From an optimization exercise on the open Yosys and OpenROAD flow, aimed at small area; shortcuts taken in it are not production practice. Only simulation tests tie the RTL to the original design; equivalence was not proved. Power is estimated from default activity; no workload was simulated.

==> flow/design.v <==
package rf_pkg;
    localparam int          RF_DATA_W  = 32;
    localparam int          RF_ADDR_W  = 5;
    localparam int          RF_NUM_RD  = 3;
    localparam int          RF_SP_IDX  = 29;
    localparam logic [31:0] RF_SP_INIT = 32'h0000_0400;
    typedef enum logic [1:0] {
        ST_RST   = 2'd0,
        ST_CLEAR = 2'd1,
        ST_IDLE  = 2'd2
    } seq_state_e;
endpackage
import rf_pkg::*;
module rf_clear_seq
#(
    parameter int                DATA_W  = RF_DATA_W,
    parameter int                ADDR_W  = RF_ADDR_W,
    parameter int                SP_IDX  = RF_SP_IDX,
    parameter logic [DATA_W-1:0] SP_INIT = DATA_W'(RF_SP_INIT)
) (
    input  logic              clk,
    input  logic              rst_n,
    input  logic              clr_req,
    output logic              busy,
    output logic              clr_we,
    output logic [ADDR_W-1:0] clr_addr,
    output logic [DATA_W-1:0] clr_data
);
    localparam logic [ADDR_W-1:0] IDX_FIRST = ADDR_W'(1);
    localparam logic [ADDR_W-1:0] IDX_LAST  = {ADDR_W{1'b1}};
    localparam logic [ADDR_W-1:0] SP_ADDR   = ADDR_W'(SP_IDX);
    rf_pkg::seq_state_e        r_state;
    rf_pkg::seq_state_e        w_state_nxt;
    logic [ADDR_W-1:0] r_clr_idx;
    logic [ADDR_W-1:0] w_clr_idx_nxt;
    logic              r_busy;
    always_ff @(posedge clk or negedge rst_n) begin
        if (!rst_n) begin
            r_state   <= ST_RST;
            r_clr_idx <= IDX_FIRST;
            r_busy    <= 1'b1;
        end else begin
            r_state   <= w_state_nxt;
            r_clr_idx <= w_clr_idx_nxt;
            r_busy    <= (w_state_nxt != ST_IDLE);
        end
    end
    always_comb begin
        w_state_nxt   = r_state;
        w_clr_idx_nxt = r_clr_idx;
        clr_we        = 1'b0;
        clr_addr      = r_clr_idx;
        clr_data      = {DATA_W{1'b0}};
        case (r_state)
            ST_RST: begin
                w_state_nxt   = ST_CLEAR;
                w_clr_idx_nxt = IDX_FIRST;
            end
            ST_CLEAR: begin
                clr_we = 1'b1;
                if (r_clr_idx == SP_ADDR) begin
                    clr_data = SP_INIT;
                end else begin
                    clr_data = {DATA_W{1'b0}};
                end
                if (r_clr_idx == IDX_LAST) begin
                    w_state_nxt   = ST_IDLE;
                    w_clr_idx_nxt = IDX_FIRST;
                end else begin
                    w_state_nxt   = ST_CLEAR;
                    w_clr_idx_nxt = r_clr_idx + ADDR_W'(1);
                end
            end
            ST_IDLE: begin
                if (clr_req) begin
                    w_state_nxt   = ST_CLEAR;
                    w_clr_idx_nxt = IDX_FIRST;
                end else begin
                    w_state_nxt   = ST_IDLE;
                    w_clr_idx_nxt = r_clr_idx;
                end
            end
            default: begin
                w_state_nxt   = ST_RST;
                w_clr_idx_nxt = IDX_FIRST;
            end
        endcase
    end
    assign busy = r_busy;
endmodule
import rf_pkg::*;
module rf_multiport
#(
    parameter int                DATA_W  = RF_DATA_W,
    parameter int                ADDR_W  = RF_ADDR_W,
    parameter int                NUM_RD  = RF_NUM_RD,
    parameter int                SP_IDX  = RF_SP_IDX,
    parameter logic [DATA_W-1:0] SP_INIT = DATA_W'(RF_SP_INIT)
) (
    input  logic                     clk,
    input  logic                     rst_n,
    input  logic                     en,
    input  logic                     clr_req,
    output logic                     busy,
    input  logic                     w0_en,
    input  logic [ADDR_W-1:0]        w0_addr,
    input  logic [DATA_W-1:0]        w0_data,
    input  logic                     w1_en,
    input  logic [ADDR_W-1:0]        w1_addr,
    input  logic [DATA_W-1:0]        w1_data,
    input  logic [NUM_RD*ADDR_W-1:0] rd_addr,
    output logic [NUM_RD*DATA_W-1:0] rd_data
);
    localparam int                NUM_ENT   = 2 ** ADDR_W;
    localparam logic [ADDR_W-1:0] ADDR_ZERO = {ADDR_W{1'b0}};
    logic [DATA_W-1:0] r_mem [NUM_ENT];
    logic              w_clr_we;
    logic [ADDR_W-1:0] w_clr_addr;
    logic [DATA_W-1:0] w_clr_data;
    logic              w_wr_gate;
    logic              w_wr0_ok;
    logic              w_wr1_ok;
    rf_clear_seq #(
        .DATA_W  (DATA_W),
        .ADDR_W  (ADDR_W),
        .SP_IDX  (SP_IDX),
        .SP_INIT (SP_INIT)
    ) u_clear_seq (
        .clk      (clk),
        .rst_n    (rst_n),
        .clr_req  (clr_req),
        .busy     (busy),
        .clr_we   (w_clr_we),
        .clr_addr (w_clr_addr),
        .clr_data (w_clr_data)
    );
    assign w_wr_gate = ~busy & en & ~clr_req;
    assign w_wr1_ok  = w_wr_gate & w1_en & (w1_addr != ADDR_ZERO);
    assign w_wr0_ok  = w_wr_gate & w0_en & (w0_addr != ADDR_ZERO)
                     & ~(w_wr1_ok & (w1_addr == w0_addr));
    always_ff @(posedge clk) begin
        if (w_clr_we) begin
            r_mem[w_clr_addr] <= w_clr_data;
        end else begin
            if (w_wr0_ok) begin
                r_mem[w0_addr] <= w0_data;
            end
            if (w_wr1_ok) begin
                r_mem[w1_addr] <= w1_data;
            end
        end
    end
    for (genvar g = 0; g < NUM_RD; g++) begin : g_rd
        logic [ADDR_W-1:0] w_lane_addr;
        logic [DATA_W-1:0] w_lane_data;
        assign w_lane_addr = rd_addr[g*ADDR_W +: ADDR_W];
        always_comb begin
            if (busy || (w_lane_addr == ADDR_ZERO)) begin
                w_lane_data = {DATA_W{1'b0}};
            end else begin
                w_lane_data = r_mem[w_lane_addr];
            end
        end
        assign rd_data[g*DATA_W +: DATA_W] = w_lane_data;
    end
endmodule
==> flow/run.sh <==
#!/bin/bash
# synth_recipe.tcl (not shown) runs the flow's synth.tcl, then flattens the netlist and writes it again
# the make line also repeats each setting of config.mk as NAME=value (left out here)
make -C /OpenROAD-flow-scripts/flow DESIGN_CONFIG=/design/flow/config.mk WORK_HOME=/design/flow/orfs CLKGATE_MAP_FILE= SYNTH_SCRIPT=/design/flow/synth_recipe.tcl finish
==> flow/config.mk <==
export PLATFORM = sky130hd
export DESIGN_NAME = rf_multiport
export DESIGN_NICKNAME = rf_multiport
export VERILOG_FILES = /design/flow/design.v
export SDC_FILE = /design/flow/constraint.sdc
export NUM_CORES = 4
export LEC_CHECK = 0
export CAP_MARGIN = 20
export CORE_MARGIN = 2
export CORE_UTILIZATION = 40
export SLEW_MARGIN = 20
==> flow/constraint.sdc <==
create_clock -name core_clock -period 5.0 [get_ports {clk}]
set_input_delay 1.0000 -clock core_clock [delete_from_list [all_inputs] [get_ports {clk}]]
set_output_delay 1.0000 -clock core_clock [all_outputs]
set_load 0.01 [all_outputs]
==> impl_results.md, run 1 <==
* Post-DP HPWL at between 150,000 and 200,000 um
* Sinks on the clock net at between 1,000 and 1,500
* Hold_buf cts at 0
* TritonCTS clock tree: yes
* Worst hold path type: in2async
* Rows at 150
* Final period utilization at ~95%
* Slew at the pin closest to its max-slew limit at around 1100 ps
* Mapped Avg Cell Area at 12.76 um^2
* Max-slew violations at 0
* Async S/R FF share, synth at less than 1%
* Main synth FF type: edfxtp_1
* Distinct cells, synth at 48
* Final ANT Viol Nets at 0
* Grt ovf at 0
* Critical register-to-register path startpoint: u_clear_seq.r_busy
* Vias per cell at approximately 6.8
* First-pass GRT wire length at approximately 380,000 um
* Core area at between 150,000 and 200,000 um^2
* Total GRT Usage at a little under a third
* PostCTS Resize Cnt at 0
* Non-Filler Instances at 7,553
* Final setup margin at approximately 270 ps
* Largest net degree at the start of global routing at between 60 and 70
* Htree depth at 3
* EDFF count, synth at just over 1,000
* Peak supply drop at between 0.2 and 0.3 mV
* Critical Path RT at 4000 ps
* Final hold violations at 0
* Worst slack, placed at 345.5 ps
* CP max FO at 26
* Initial Util at 40.12%
* CTS Buffer Depth at 3
* Syn Inst Count at around 5,200
* Gate power share at between 20% and 30%
* DRT iter0 DRCs at 9,044
* Detailed Route WL at approximately 270,000 um
* Die area at roughly 170,000 um^2
* CTS Root Cell: clkbuf_16
* IO buf count at approximately 190
* # IOs at 192
* Pwr dens at ~320 nW/um^2
* Status: no timing/DRC/antenna violations
* Num CTS Buffers at 110
* Crit path DAT at about 3700 ps
* Vias in the first global route at around 48,000
* Detailed-route via count at 51,470
* RSZ-0062 raised after global routing: no
* Fin nets at ~5,300
* Gpl congestion at 0.9020
* Post-CTS setup buffer count at 0
* Setup crit end kind: output port
* CP startpoint kind: primary input
* Crit. Startpoint: rd_addr[10]
* Max Cap Viol at 0
* WL per Instance at between 30 and 40 um
* Area Overhead vs Synth at 15.85%
* R2R depth at 7
* Worst-path cell chain: buf_8 -> buf_4 -> mux4_2 -> mux2i_1 -> o22ai_1 -> or2_2 -> clkdlybuf4s50_1
* Min Clock Period, post-route at 4730 ps
* Die X at approximately 410 um
* R2R setup slack at approximately 1600 ps
* Antenna violations before repair at 18
* DR pass1 iterations at 6
* Worst-path clk slew at around 60 ps
* Switching Fraction at between 20% and 30%
* Synthesis Warnings at 2
* Syn Nets at 5,340
* CP Class: in2out
* Highest clock rate at between 200 and 250 MHz
* Seq pwr share at between 40% and 50%
* Share of cells above drive strength 1 at 29.53%
* DRC at 0
* Die Y at roughly 410 um
* Final setup vio count at 0
* Setup TNS at 0 ps
* Slew headroom at about 26%
* Psw at 7.351 mW
* Clock skew at 21.35 ps
* Register area share after synthesis at 46.29%
* R2r endpoint: r_mem[15][27]
* Yosys reg bits at roughly 1,000
* Clock Power Share at between 30% and 40%
* Worst path slowest cell: mux4_2
* Placed insts at 7,331
* Worst-Skew Late Latency at approximately 760 ps
* Leak pwr at around 26 nW
* Max incr delay on CP at about 550 ps
* Post-Synthesis Cell Area at between 60,000 and 70,000 um^2
* Int Power at roughly 18 mW
[worst max-delay path, delay by kind of cell]
kind	cells	cell delay, ps
and+or+nand+nor	1	370
buffers and inverters	3	1340
muxes	2	750
AOI/OAI and AO/OA	1	160
[metal layers]
layer	GRT usage, %	routed length [um]	part of all wire, %
met5	0	92	0.034
met2	48.33	122000	45
met4	17.31	17600	6.5
met1	41.05	94430	35
met3	8.111	37730	14
[worst max-delay path by stage]
stage / depth (start not counted) / end / slack [ps]
after floorplan: 8 / r_mem[16][0] / 390
after global placement: 6 / rd_data[80] / 250
after detailed placement: 7 / rd_data[87] / 350
after CTS: 7 / rd_data[87] / 330
after global routing: 7 / rd_data[93] / 250
final: 7 / rd_data[87] / 270
[cell families (layout without fill, tap and decap cells)]
group,Yosys count,after routing,synth area share [%]
DFF,1032,1032,46.29
muxes,1254,1254,33.32
other,0,16,0
AOI/OAI and AO/OA,1140,1140,9.078
and+or+nand+nor,1122,1122,7.078
xor gates and xnor gates,7,7,0.09168
buffers and inverters,684,775,4.088
adders and majority gates,3,3,0.05614
[placed cells by master, fill, tap and decap left out, types with 5 or more instances in the layout]
| cell type | count |
|---|---|
| buf_8 | 6 |
| diode_2 | 16 |
| nor2_1 | 8 |
| buf_12 | 119 |
| mux2i_1 | 389 |
| clkbuf_16 | 111 |
| o21ai_1 | 58 |
| dfrtp_1 | 6 |
| o21bai_4 | 29 |
| nor3_4 | 20 |
| clkinv_2 | 19 |
| xor2_1 | 5 |
| mux4_2 | 768 |
| clkinv_1 | 21 |
| or2_2 | 97 |
| buf_4 | 224 |
| nand3b_1 | 7 |
| edfxtp_1 | 1024 |
| clkinv_4 | 8 |
| o22ai_1 | 193 |
| nor3b_1 | 9 |
| clkdlybuf4s50_1 | 170 |
| buf_6 | 7 |
| inv_1 | 32 |
| mux2_2 | 93 |
| bufinv_16 | 20 |
| clkinvlp_4 | 8 |
| nor3_2 | 9 |
| o21ai_0 | 842 |
| clkbuf_1 | 12 |
| nand2_1 | 938 |
| nand2b_1 | 6 |
| buf_2 | 9 |
[per-stage QoR]
stage / instance area (um^2) / utilization (%) / power (mW) / hold slack [ps]
after floorplan: 66870 / - / 13.80 / 498.7
after global placement: 73630 / 44.18 / 16.17 / 542.0
after detailed placement: 73650 / 44.19 / 16.24 / 535.3
after CTS: 77470 / 46.49 / 24.98 / 519.1
after global routing: 77430 / 46.46 / 25.61 / 570.4
final: 77470 / 46.48 / 25.12 / 529.6
[power by group through the flow]
stage | logic (mW) | registers (mW) | clock network [mW]
finish | 5.20 | 11.0 | 8.89
global route | 5.28 | 11.1 | 9.22
CTS | 5.09 | 11.0 | 8.90
detailed placement | 5.07 | 11.2 | 0
global placement | 5.06 | 11.1 | 0
floorplan | 2.81 | 11.0 | 0
[layout make-up]
cell class | instances | area (um^2)
Sequential cell | 1032 | 30950
Tap cell | 2204 | 2758
Antenna cell | 16 | 40.04
Clock inverter | 83 | 1006
Multi-Input combinational cell | 3526 | 33780
Clock buffer | 123 | 2823
Inverter | 34 | 127.6
Fill cell | 14460 | 89190
Timing Repair Buffer | 535 | 5979
[cell usage after synthesis (4+ instances only)]
library cell	instances	area share, %
a32oi_1	4	0.052
buf_1	37	0.21
buf_2	117	0.88
clkbuf_1	491	2.8
dfrtp_1	6	0.22
edfxtp_1	1024	46
inv_1	32	0.18
mux2_1	4	0.067
mux2_2	93	1.6
mux2i_1	389	5.8
mux4_2	768	26
nand2_1	941	5.3
nand2b_1	6	0.056
nand3b_1	7	0.079
nor2_1	9	0.051
nor3_1	13	0.097
nor3_2	20	0.30
nor3b_1	9	0.10
o21ai_0	842	6.3
o21ai_1	60	0.45
o21bai_1	29	0.33
o22ai_1	193	1.8
or2_2	97	0.91
or3_1	4	0.037
xor2_1	5	0.065
[state kept, by name, indices dropped and copies added, names as in the netlist]
register               flops
u_clear_seq.r_state        2
u_clear_seq.r_busy         1
r_mem                   1024
u_clear_seq.r_clr_idx      5
==> run 2, diff against run 1 <==
==> flow/flow/run.sh (new file) <==
#!/bin/bash
# The standard layout, with buffering and sizing kept to the smaller cells
# and the ports buffered with buf_2. Each make run logs to a file here; the
# tools' own logs are under orfs/logs/.
set -euo pipefail
W=$(pwd)
HOOK=$W/flow/small_cells.tcl
for step in FLOORPLAN GLOBAL_PLACE RESIZE DETAIL_PLACE REPAIR_TIMING_POST_PLACE CTS GLOBAL_ROUTE DETAIL_ROUTE; do
    export PRE_${step}_TCL=$HOOK
done
export BUFFER_PORTS_ARGS="-buffer_cell sky130_fd_sc_hd__buf_2"
bash standard.sh synth > $W/make_synth.log 2>&1
bash standard.sh > $W/make_layout.log 2>&1
==> flow/flow/small_cells.tcl (new file) <==
set_dont_use [get_lib_cells {
    sky130_fd_sc_hd__buf_8 sky130_fd_sc_hd__buf_12 sky130_fd_sc_hd__buf_16
    sky130_fd_sc_hd__bufinv_8 sky130_fd_sc_hd__bufinv_16
    sky130_fd_sc_hd__inv_12 sky130_fd_sc_hd__inv_16
    sky130_fd_sc_hd__clkinv_8 sky130_fd_sc_hd__clkinv_16
}]
==> flow/standard.sh (new file) <==
#!/bin/bash
# synth_recipe.tcl (not shown) runs the flow's synth.tcl, then flattens the netlist and writes it again
# the make line also repeats each setting of config.mk as NAME=value (left out here)
make -C /OpenROAD-flow-scripts/flow DESIGN_CONFIG=/design/flow/config.mk WORK_HOME=/design/flow/orfs CLKGATE_MAP_FILE= SYNTH_SCRIPT=/design/flow/synth_recipe.tcl "${@:-finish}"
removed: flow/run.sh
==> impl_results.md, run 2 <==
* DR pass1 iterations at 7
* DRT iter0 DRCs at 8,336
* Vias per cell at around 6.8
* Largest regs: r_mem: 1024 flops, u_clear_seq.r_clr_idx: 5 flops, u_clear_seq.r_state: 2 flops
* Slew headroom at 23.61%
* Syn Inst Count at between 5,000 and 6,000
* RSZ-0062 raised after global routing: no
* Seq pwr share at 45.6%
* Clock skew at approximately 59 ps
* Final ANT Viol Nets at 0
* Sinks on the clock net at slightly above 1,000
* Setup TNS at 0 ps
* Share of the synthesized area in the top cell type at a little under half
* Int Power at roughly 17 mW
* Die X at ~410 um
* PostCTS Resize Cnt at 0
* CTS Buffer Depth at 3
* Die Y at 412.9 um
* Detailed-route via count at about 52,000
* Clock Power Share at between 30% and 40%
* Grt ovf at 0
* Share of cells above drive strength 1 at 34.91%
* Worst hold path type: in2async
* Die area at roughly 170,000 um^2
* Switching Fraction at ~30%
* Post-DP HPWL at around 190,000 um
* Rows at 150
* Register area share after synthesis at 46.29%
* Hold_buf cts at 0
* Non-Filler Instances at about 7,700
* IO buf count at 191
* Critical Path RT at 4000 ps
* Final setup margin at 256.2 ps
* DRC at 0
* Top cells by count, synth: edfxtp_1, nand2_1, o21ai_0, mux4_2, clkbuf_1
* Finished Cell Area at about 75,000 um^2
* Worst-Skew Late Latency at 770 ps
* Status: no timing/DRC/antenna violations
* Gpl congestion at between 0.9 and 1
* Max Cap Viol at 0
* Final hold violations at 0
* Distinct cells, synth at 48
* Pwr dens at ~320 nW/um^2
* Yosys top cell by area: edfxtp_1
* Largest net degree at the start of global routing at 37
* Max reg flops at approximately 1,000
* Worst slack, placed at approximately 260 ps
* CP max FO at 28
* Total GRT Usage at between 30% and 40%
* Worst-path clk slew at 60 ps
* Most flops, register: r_mem
* Setup crit end kind: output port
* Gate power share at approximately 20%
* Most common cell in the netlist: edfxtp_1
* Peak supply drop at between 0.3 and 0.4 mV
* Hold slack at between 100 and 150 ps
* Synthesis Warnings at 2
* Max-slew violations at 0
* Placed insts at roughly 7,500
* Vias in the first global route at 49,910
* Initial Util at 40.12%
* Most frequent cells in the layout: edfxtp_1, nand2_1, o21ai_0, mux4_2, buf_2
* Final period utilization at between 90% and 100%
* Main synth FF type: edfxtp_1
* Slew at the pin closest to its max-slew limit at roughly 1100 ps
* Area Overhead vs Synth at 12.09%
* Fin nets at between 5,000 and 6,000
* CTS Root Cell: clkbuf_16
* Min Clock Period, post-route at approximately 4700 ps
* # IOs at around 190
* Post-Synthesis Cell Area at roughly 67,000 um^2
* Post-CTS setup buffer count at 0
* Detailed Route WL at 276,300 um
* Final setup vio count at 0
* First-pass GRT wire length at ~380,000 um
* Antenna violations before repair at 26
* Core area at 166,700 um^2
* CP startpoint kind: primary input
* Psw at roughly 7.4 mW
* Htree depth at 3
* Num CTS Buffers at about 110
* CP Class: in2out
* Highest clock rate at 210.8 MHz
* Mapped Avg Cell Area at between 10 and 15 um^2
* WL per Instance at 35.78 um
* Syn Nets at around 5,300
* Most common cell after layout, fill and taps aside: edfxtp_1
* Placed Area at 71,280 um^2
* Total power at 24.31 mW
* Finished Core Util at ~45%
* Leak pwr at between 20 and 30 nW
* TritonCTS clock tree: yes
* Async S/R FF share, synth at less than 1%
* EDFF count, synth at about 1,000
* Crit path DAT at approximately 3700 ps
* Yosys reg bits at ~1,000
* Dominant cells by area after synthesis: edfxtp_1, mux4_2, o21ai_0
run 2: logic make-up after synthesis:
group / count (synthesis) / synth area share (%)
flip-flops: 1032 / 46.29
adder cells (fa/ha/maj): 3 / 0.05614
AND/OR/NAND/NOR: 1122 / 7.078
buffers and inverters: 684 / 4.088
multiplexers: 1254 / 33.32
XOR/XNOR: 7 / 0.09168
AO/OA/AOI/OAI: 1140 / 9.078
run 2: worst max-delay path, stage by stage:
cell and delay, ps:
bufbuf_8 520, buf_2 250, buf_2 270, mux4_2 540, mux2i_1 200, o22ai_1 230, or2_2 480, buf_2 180
run 2: area by class of cell:
class | instances | area [um^2]
multi-input cells | 3526 | 33790
diodes | 15 | 37.54
clock inverters | 67 | 427.9
fillers | 14900 | 91710
inverters | 34 | 127.6
repair buffers | 705 | 3649
flip-flops and latches | 1032 | 30950
clock buffers | 141 | 3209
well taps | 2204 | 2758
run 2: path summary, 6_finish.rpt:
check / depth (start not counted) / from / endpoint / slack, ps
max reg2reg: 6 / u_clear_seq.r_busy / r_mem[24][11] / 980
min: 1 / rst_n / u_clear_seq.r_clr_idx[4] / 120
max in group asynchronous: 1 / rst_n / u_clear_seq.r_clr_idx[0] / 4650
min in group core_clock: 1 / u_clear_seq.r_state[0] / u_clear_seq.r_clr_idx[1] / 560
min reg2reg: 1 / u_clear_seq.r_state[0] / u_clear_seq.r_clr_idx[1] / 560
max: 8 / rd_addr[5] / rd_data[46] / 260
run 2: metal layers:
| metal | up-vias | global-route usage, % | wire (um) |
|---|---|---|---|
| li1 | 20860 | - | - |
| met1 | 26150 | 39.39 | 93350 |
| met2 | 4307 | 49.47 | 124700 |
| met3 | 973 | 8.853 | 36770 |
| met4 | 24 | 20.94 | 21390 |
| met5 | - | 0 | 161 |
run 2: power by group through the flow:
stage | registers (mW) | clock network [mW] | logic (mW)
3_5_place_dp | 11.2 | 0 | 4.67
5_1_grt | 11.1 | 8.71 | 4.90
2_1_floorplan | 11.0 | 0 | 2.81
4_1_cts | 11.0 | 8.40 | 4.68
6_report | 11.1 | 8.40 | 4.83
3_3_place_gp | 11.2 | 0 | 4.64

## afterwards: timing with drivers on the ports
Ports are ideal in the flow. The routed layouts listed here were re-timed in OpenROAD.
Step 1 assumes that a clkbuf_16 drives the clock port and a buf_2 every other input.
Step 2, shift: input delay + t, output delay - t, t = (earliest + latest rising clock arrival at the registers) / 2. This alone moves slack from input paths to output paths.
a / b / c = ideal ports / drivers / drivers and shift; a / b = the first two.
| run | t (ns) | slack for setup (ns) | worst register clock-pin slew, ns | worst data-port slew with drivers (ns) | pins driven straight from the clock port |
|---|---|---|---|---|---|
| run 1 | 0.825 | 0.270 / 0.201 / 0.201 | 0.07 / 0.07 | 0.18 | 1 |
| run 2 | 0.821 | 0.256 / 0.230 / 0.155 | 0.07 / 0.07 | 0.17 | 1 |
After both steps setup and hold are still met in every run listed. The setup slack of run 2, which loses most, moves by -0.026 ns with the drivers and by -0.101 ns with both steps.
